Source: an optimization exercise on an open RTL-to-GDS flow (aim: a short achievable clock period and few clock cycles). Production flows keep margins and buffers that such runs may drop.
In this exercise RTL edits were held to simulation tests only and were not proved equivalent to the original.

==> xenon <==
==> flow/design.v (excerpt) <==
module phy_dly_loader #(
  parameter int         NUM_DLY    = 96,
  parameter logic [7:0] DLY_INIT   = 8'h00,
  parameter int         SET_CYCLES = 2
) (
  input  logic       clk,
  input  logic       rst_in,
  input  logic       wr_en,
  input  logic [6:0] wr_addr,
  input  logic [7:0] wr_data,
  input  logic [6:0] rd_addr,
  output logic [7:0] rd_data,
  input  logic       start,
  input  logic       force_all,
  output logic       busy,
  output logic       done,
  output logic [6:0] dly_addr,
  output logic [7:0] dly_data,
  output logic       ld_delay,
  output logic       set
);
==> module phy_dly_loader, before the edit <==
module phy_dly_loader #(
  parameter int         NUM_DLY    = 96,
  parameter logic [7:0] DLY_INIT   = 8'h00,
  parameter int         SET_CYCLES = 2
) (
  input  logic       clk,
  input  logic       rst_in,
  input  logic       wr_en,
  input  logic [6:0] wr_addr,
  input  logic [7:0] wr_data,
  input  logic [6:0] rd_addr,
  output logic [7:0] rd_data,
  input  logic       start,
  input  logic       force_all,
  output logic       busy,
  output logic       done,
  output logic [6:0] dly_addr,
  output logic [7:0] dly_data,
  output logic       ld_delay,
  output logic       set
);
  localparam int NG = 12;    
  typedef enum logic [1:0] {
    IDLE = 2'd0,    
    LOAD = 2'd1,    
    SET1 = 2'd2,    
    SET2 = 2'd3     
  } state_t;
  state_t state_q, state_d;
  logic [7:0]  tbl  [NUM_DLY];
  logic [95:0] dirty;    
  logic [95:0] mask;     
  logic [NG-1:0] gnz, gsel;
  logic [7:0]    glow [NG];
  logic [7:0]    gdat [NG];
  logic [2:0]    gidx [NG];
  logic [95:0]   pick;
  logic          any;
  logic [7:0]    pdat;
  logic [6:0]    paddr;
  always_comb begin
    for (int g = 0; g < NG; g++) begin
      logic [7:0] m;
      m       = mask[g*8 +: 8];
      gnz[g]  = |m;
      glow[g] = m & ~(m - 8'd1);
      gdat[g] = '0;
      gidx[g] = '0;
      for (int j = 0; j < 8; j++) begin
        gdat[g] = gdat[g] | ({8{glow[g][j]}} & tbl[g*8+j]);
        gidx[g] = gidx[g] | ({3{glow[g][j]}} & 3'(j));
      end
    end
    gsel = gnz & ~(gnz - 12'd1);
    any  = |gnz;
    pdat  = '0;
    paddr = '0;
    for (int g = 0; g < NG; g++) begin
      pdat  = pdat  | ({8{gsel[g]}} & gdat[g]);
      paddr = paddr | ({7{gsel[g]}} & {4'(g), gidx[g]});
      for (int j = 0; j < 8; j++) pick[g*8+j] = gsel[g] & glow[g][j];
    end
  end
  logic accept, frc, picking;
  logic [95:0] take;      
  logic [95:0] whit;      
  assign accept  = (state_q == IDLE) && start;
  assign frc     = accept && force_all;
  assign picking = (accept && (force_all || any)) || (state_q == LOAD && any);
  assign take    = frc ? 96'd1 : pick;
  always_comb begin
    for (int i = 0; i < NUM_DLY; i++) whit[i] = wr_en && (wr_addr == 7'(i));
  end
  always_comb begin
    state_d = state_q;
    unique case (state_q)
      IDLE: if (start) state_d = (force_all || any) ? LOAD : SET1;
      LOAD: if (!any) state_d = SET1;
      SET1: state_d = SET2;
      SET2: state_d = IDLE;
      default: state_d = IDLE;
    endcase
  end
  always_ff @(posedge clk or posedge rst_in) begin
    if (rst_in) begin
      state_q  <= IDLE;
      busy     <= 1'b0;
      done     <= 1'b0;
      set      <= 1'b0;
      ld_delay <= 1'b0;
      dly_addr <= '0;
      dly_data <= '0;
    end else begin
      state_q  <= state_d;
      busy     <= (state_d != IDLE);
      done     <= (state_q == SET2);
      set      <= (state_d == SET1) || (state_d == SET2);
      ld_delay <= picking;
      if (picking) begin
        dly_addr <= frc ? 7'd0 : paddr;
        dly_data <= frc ? tbl[0] : pdat;
      end
    end
  end
  always_ff @(posedge clk or posedge rst_in) begin
    if (rst_in) begin
      for (int i = 0; i < NUM_DLY; i++) tbl[i] <= DLY_INIT;
      dirty <= '1;
      mask  <= '1;
    end else begin
      for (int i = 0; i < NUM_DLY; i++) begin
        if (whit[i]) tbl[i] <= wr_data;
        if (whit[i]) dirty[i] <= 1'b1;
        else if (picking && take[i]) dirty[i] <= 1'b0;
      end
      if (accept) mask <= (force_all ? '1 : mask) & ~take;
      else if (state_q == LOAD && any) mask <= mask & ~pick;
      else mask <= dirty | whit;
    end
  end
  always_ff @(posedge clk or posedge rst_in) begin
    if (rst_in) begin
      rd_data <= '0;
    end else if (rd_addr < 7'(NUM_DLY)) begin
      rd_data <= tbl[rd_addr];
    end else begin
      rd_data <= '0;
    end
  end
endmodule
==> flow/config.mk <==
export PLATFORM = sky130hd
export DESIGN_NAME = phy_dly_loader
export DESIGN_NICKNAME = phy_dly_loader
export VERILOG_FILES = /design/flow/design.v
export SDC_FILE = /design/flow/constraint.sdc
export NUM_CORES = 4
export LEC_CHECK = 0
export ABC_CLOCK_PERIOD_IN_PS = 2000
export CAP_MARGIN = 20
export CORE_MARGIN = 2
export CORE_UTILIZATION = 25
export SETUP_SLACK_MARGIN = 3.6
export SLEW_MARGIN = 20
==> flow/constraint.sdc <==
create_clock -name core_clock -period 6.0 [get_ports {clk}]
set_input_delay 1.2000 -clock core_clock [delete_from_list [all_inputs] [get_ports {clk}]]
set_output_delay 1.2000 -clock core_clock [all_outputs]
set_load 0.01 [all_outputs]
run.sh (not shown) runs the stock make flow with config.mk's settings and CLKGATE_MAP_FILE= SYNTH_SCRIPT=/design/flow/synth_recipe.tcl, a recipe that flattens the netlist after the stock synthesis.
==> inputs of onyx, as changes to xenon <==
==> flow/design.v (replaced) <==
module phy_dly_loader #(
  parameter int         NUM_DLY    = 96,
  parameter logic [7:0] DLY_INIT   = 8'h00,
  parameter int         SET_CYCLES = 2
) (
  input  logic       clk,
  input  logic       rst_in,
  input  logic       wr_en,
  input  logic [6:0] wr_addr,
  input  logic [7:0] wr_data,
  input  logic [6:0] rd_addr,
  output logic [7:0] rd_data,
  input  logic       start,
  input  logic       force_all,
  output logic       busy,
  output logic       done,
  output logic [6:0] dly_addr,
  output logic [7:0] dly_data,
  output logic       ld_delay,
  output logic       set
);
  localparam int NG = 12;    
  typedef enum logic [1:0] {
    IDLE = 2'd0,    
    LOAD = 2'd1,    
    SET1 = 2'd2,    
    SET2 = 2'd3     
  } state_t;
  state_t state_q, state_d;
  logic [7:0]    tbl  [NUM_DLY];
  logic [95:0]   dirty;           
  logic [95:0]   mask;            
  logic [NG-1:0] gnz;             
  logic [NG-1:0] cur;             
  logic [7:0]    low  [NG];       
  logic [NG-1:0] gmul;            
  function automatic logic [7:0] lowest8(input logic [7:0] v);
    for (int i = 0; i < 8; i++) begin
      logic below;
      below = 1'b0;
      for (int k = 0; k < i; k++) below = below | v[k];
      lowest8[i] = v[i] & ~below;
    end
  endfunction
  function automatic logic multi8(input logic [7:0] v);
    multi8 = 1'b0;
    for (int i = 1; i < 8; i++)
      for (int k = 0; k < i; k++) multi8 = multi8 | (v[i] & v[k]);
  endfunction
  function automatic logic [NG-1:0] lowest12(input logic [NG-1:0] v);
    for (int i = 0; i < NG; i++) begin
      logic below;
      below = 1'b0;
      for (int k = 0; k < i; k++) below = below | v[k];
      lowest12[i] = v[i] & ~below;
    end
  endfunction
  logic [95:0]   pick;            
  logic [95:0]   mclr;            
  logic [NG-1:0] gmul_c;          
  logic [NG-1:0] cur_d;
  logic [NG-1:0] sec;             
  logic [7:0]    gdat [NG];
  logic [2:0]    gidx [NG];
  logic [7:0]    pdat;
  logic [6:0]    paddr;
  logic          any, stay;
  always_comb begin
    pdat  = '0;
    paddr = '0;
    stay  = 1'b0;
    for (int g = 0; g < NG; g++) begin
      mclr[g*8 +: 8] = mask[g*8 +: 8] & ~low[g];
      gmul_c[g] = multi8(mclr[g*8 +: 8]);
      gdat[g] = '0;
      gidx[g] = '0;
      for (int j = 0; j < 8; j++) begin
        pick[g*8+j] = cur[g] & low[g][j];
        gdat[g] = gdat[g] | ({8{low[g][j]}} & tbl[g*8+j]);
        gidx[g] = gidx[g] | ({3{low[g][j]}} & 3'(j));
      end
      pdat  = pdat  | ({8{cur[g]}} & gdat[g]);
      paddr = paddr | ({7{cur[g]}} & {4'(g), gidx[g]});
      stay  = stay  | (cur[g] & gmul[g]);
    end
    any = |cur;
    sec = lowest12(gnz & ~cur);
    cur_d = (cur & gmul) | (stay ? '0 : sec);
  end
  logic        accept, frc, picking;
  logic [95:0] whit;              
  logic [95:0] dnext;             
  logic [NG-1:0] gnz_idle;
  assign accept  = (state_q == IDLE) && start;
  assign frc     = accept && force_all;
  assign picking = (accept && (force_all || any)) || (state_q == LOAD && any);
  always_comb begin
    for (int i = 0; i < NUM_DLY; i++) whit[i] = wr_en && (wr_addr == 7'(i));
    dnext = dirty | whit;
    for (int g = 0; g < NG; g++) gnz_idle[g] = |dnext[g*8 +: 8];
  end
  always_comb begin
    state_d = state_q;
    unique case (state_q)
      IDLE: if (start) state_d = (force_all || any) ? LOAD : SET1;
      LOAD: if (!any) state_d = SET1;
      SET1: state_d = SET2;
      SET2: state_d = IDLE;
      default: state_d = IDLE;
    endcase
  end
  always_ff @(posedge clk or posedge rst_in) begin
    if (rst_in) begin
      state_q  <= IDLE;
      busy     <= 1'b0;
      done     <= 1'b0;
      set      <= 1'b0;
      ld_delay <= 1'b0;
      dly_addr <= '0;
      dly_data <= '0;
    end else begin
      state_q  <= state_d;
      busy     <= (state_d != IDLE);
      done     <= (state_q == SET2);
      set      <= (state_d == SET1) || (state_d == SET2);
      ld_delay <= picking;
      dly_addr <= frc ? 7'd0 : paddr;
      dly_data <= frc ? tbl[0] : pdat;
    end
  end
  always_ff @(posedge clk or posedge rst_in) begin
    if (rst_in) begin
      for (int i = 0; i < NUM_DLY; i++) tbl[i] <= DLY_INIT;
      dirty <= '1;
    end else begin
      for (int i = 0; i < NUM_DLY; i++) begin
        if (whit[i]) tbl[i] <= wr_data;
        if (whit[i]) dirty[i] <= 1'b1;
        else if (picking && (frc ? (i == 0) : pick[i])) dirty[i] <= 1'b0;
      end
    end
  end
  always_ff @(posedge clk or posedge rst_in) begin
    if (rst_in) begin
      mask <= '1;
      gnz  <= '1;
      cur  <= NG'(1);
      gmul <= '1;
      for (int g = 0; g < NG; g++) low[g] <= 8'd1;
    end else if (frc) begin
      mask <= ~96'd1;
      gnz  <= '1;
      cur  <= NG'(1);
      gmul <= '1;
      low[0] <= 8'd2;
      for (int g = 1; g < NG; g++) low[g] <= 8'd1;
    end else if (accept || state_q == LOAD) begin
      for (int g = 0; g < NG; g++) begin
        if (cur[g]) begin
          mask[g*8 +: 8] <= mclr[g*8 +: 8];
          gnz[g]         <= |mclr[g*8 +: 8];
          gmul[g]        <= gmul_c[g];
          low[g]         <= lowest8(mclr[g*8 +: 8]);
        end
      end
      cur <= cur_d;
    end else begin
      mask <= dnext;
      for (int g = 0; g < NG; g++) begin
        gnz[g]  <= |dnext[g*8 +: 8];
        gmul[g] <= multi8(dnext[g*8 +: 8]);
        low[g] <= lowest8(dnext[g*8 +: 8]);
      end
      cur <= lowest12(gnz_idle);
    end
  end
  logic [NG-1:0] rhs;             
  logic [7:0]    rls;             
  logic [7:0]    rgrp [NG];
  logic [7:0]    rlo, rhi;
  logic [7:0]    rlo_q, rhi_q;
  always_comb begin
    for (int g = 0; g < NG; g++) rhs[g] = (rd_addr[6:3] == 4'(g));
    for (int j = 0; j < 8; j++)  rls[j] = (rd_addr[2:0] == 3'(j));
    rlo = '0;
    rhi = '0;
    for (int g = 0; g < NG; g++) begin
      rgrp[g] = '0;
      for (int j = 0; j < 8; j++) rgrp[g] = rgrp[g] | ({8{rls[j]}} & tbl[g*8+j]);
      if (g < NG/2) rlo = rlo | ({8{rhs[g]}} & rgrp[g]);
      else          rhi = rhi | ({8{rhs[g]}} & rgrp[g]);
    end
  end
  always_ff @(posedge clk or posedge rst_in) begin
    if (rst_in) begin
      rlo_q <= '0;
      rhi_q <= '0;
    end else begin
      rlo_q <= rlo;
      rhi_q <= rhi;
    end
  end
  assign rd_data = rlo_q | rhi_q;
endmodule
Settings changed: CORE_UTILIZATION 25 to 55.
==> impl_metrics.ini <==
[power_and_ir_drop]
switching_share = 0.390

[cells_and_area]
fin_cells = 8325

[setup_path]
endpoint = mask[49]
cp-end-kind = flip-flop
critical_path.max_fanout = 14
crit_arrival_ps = 4100

[worst_hold_path]
min_from = dirty[18]

[detailed_routing]
drt_wl_total_microns = 353000

[yosys]
avgSynthCellArea_sq_um = 10.3

[timing]
setup_ws_ps = 2580

[outcome]
status = no timing/DRC/antenna violations

[floorplanning]
initial_core_util = 0.251

[clock_tree]
cts_sinks = 989
# the run above: xenon

==> impl_metrics.ini <==
[outcome]
status = no timing/DRC/antenna violations

[setup_path]
endpoint = rd_data[0]
cp-end-kind = output pin
critical_path.max_fanout = 2

[worst_hold_path]
min_from = dirty[12]

[power_and_ir_drop]
switching_share = 0.394

[yosys]
avgSynthCellArea_sq_um = 10.3
synthSimpleGateAreaFrac = 0.137

[clock_tree]
cts_sinks = 1117

[cells_and_area]
fin_cells = 7470

[timing]
setup_ws_ps = 3050

[detailed_routing]
drt_wl_total_microns = 289000
# the run above: onyx

Testbench counts of xenon, summed over its fixed seeds: cycles 5,937.
Testbench counts of onyx, summed over its fixed seeds: cycles 5,937.

-- re-timing with driven ports --
The results above use ideal ports. As a check the final layouts listed here were re-extracted and re-timed, cells and wires unchanged. Step 1, drivers: a clkbuf_16 drives clk and a buf_2 each remaining input, both assumed. Step 2 also shifts input and output timing later by t, the mid clock arrival at the registers, as if the neighbouring blocks saw the same clock. Slacks: no drivers / after step 1 / after step 2; pairs: no drivers / after step 1.
| run | t, ns | setup WS [ns] | worst setup path after step 2 |
|---|---|---|---|
| xenon | 0.877 | 2.581 / 2.581 / 2.013 | input to register |
| onyx | 0.859 | 3.049 / 2.781 / 1.922 | input to register |
After both steps every run listed still meets setup and hold. For onyx, which loses most, drivers alone change the setup slack by -0.268 ns; drivers and shift together by -1.127 ns.
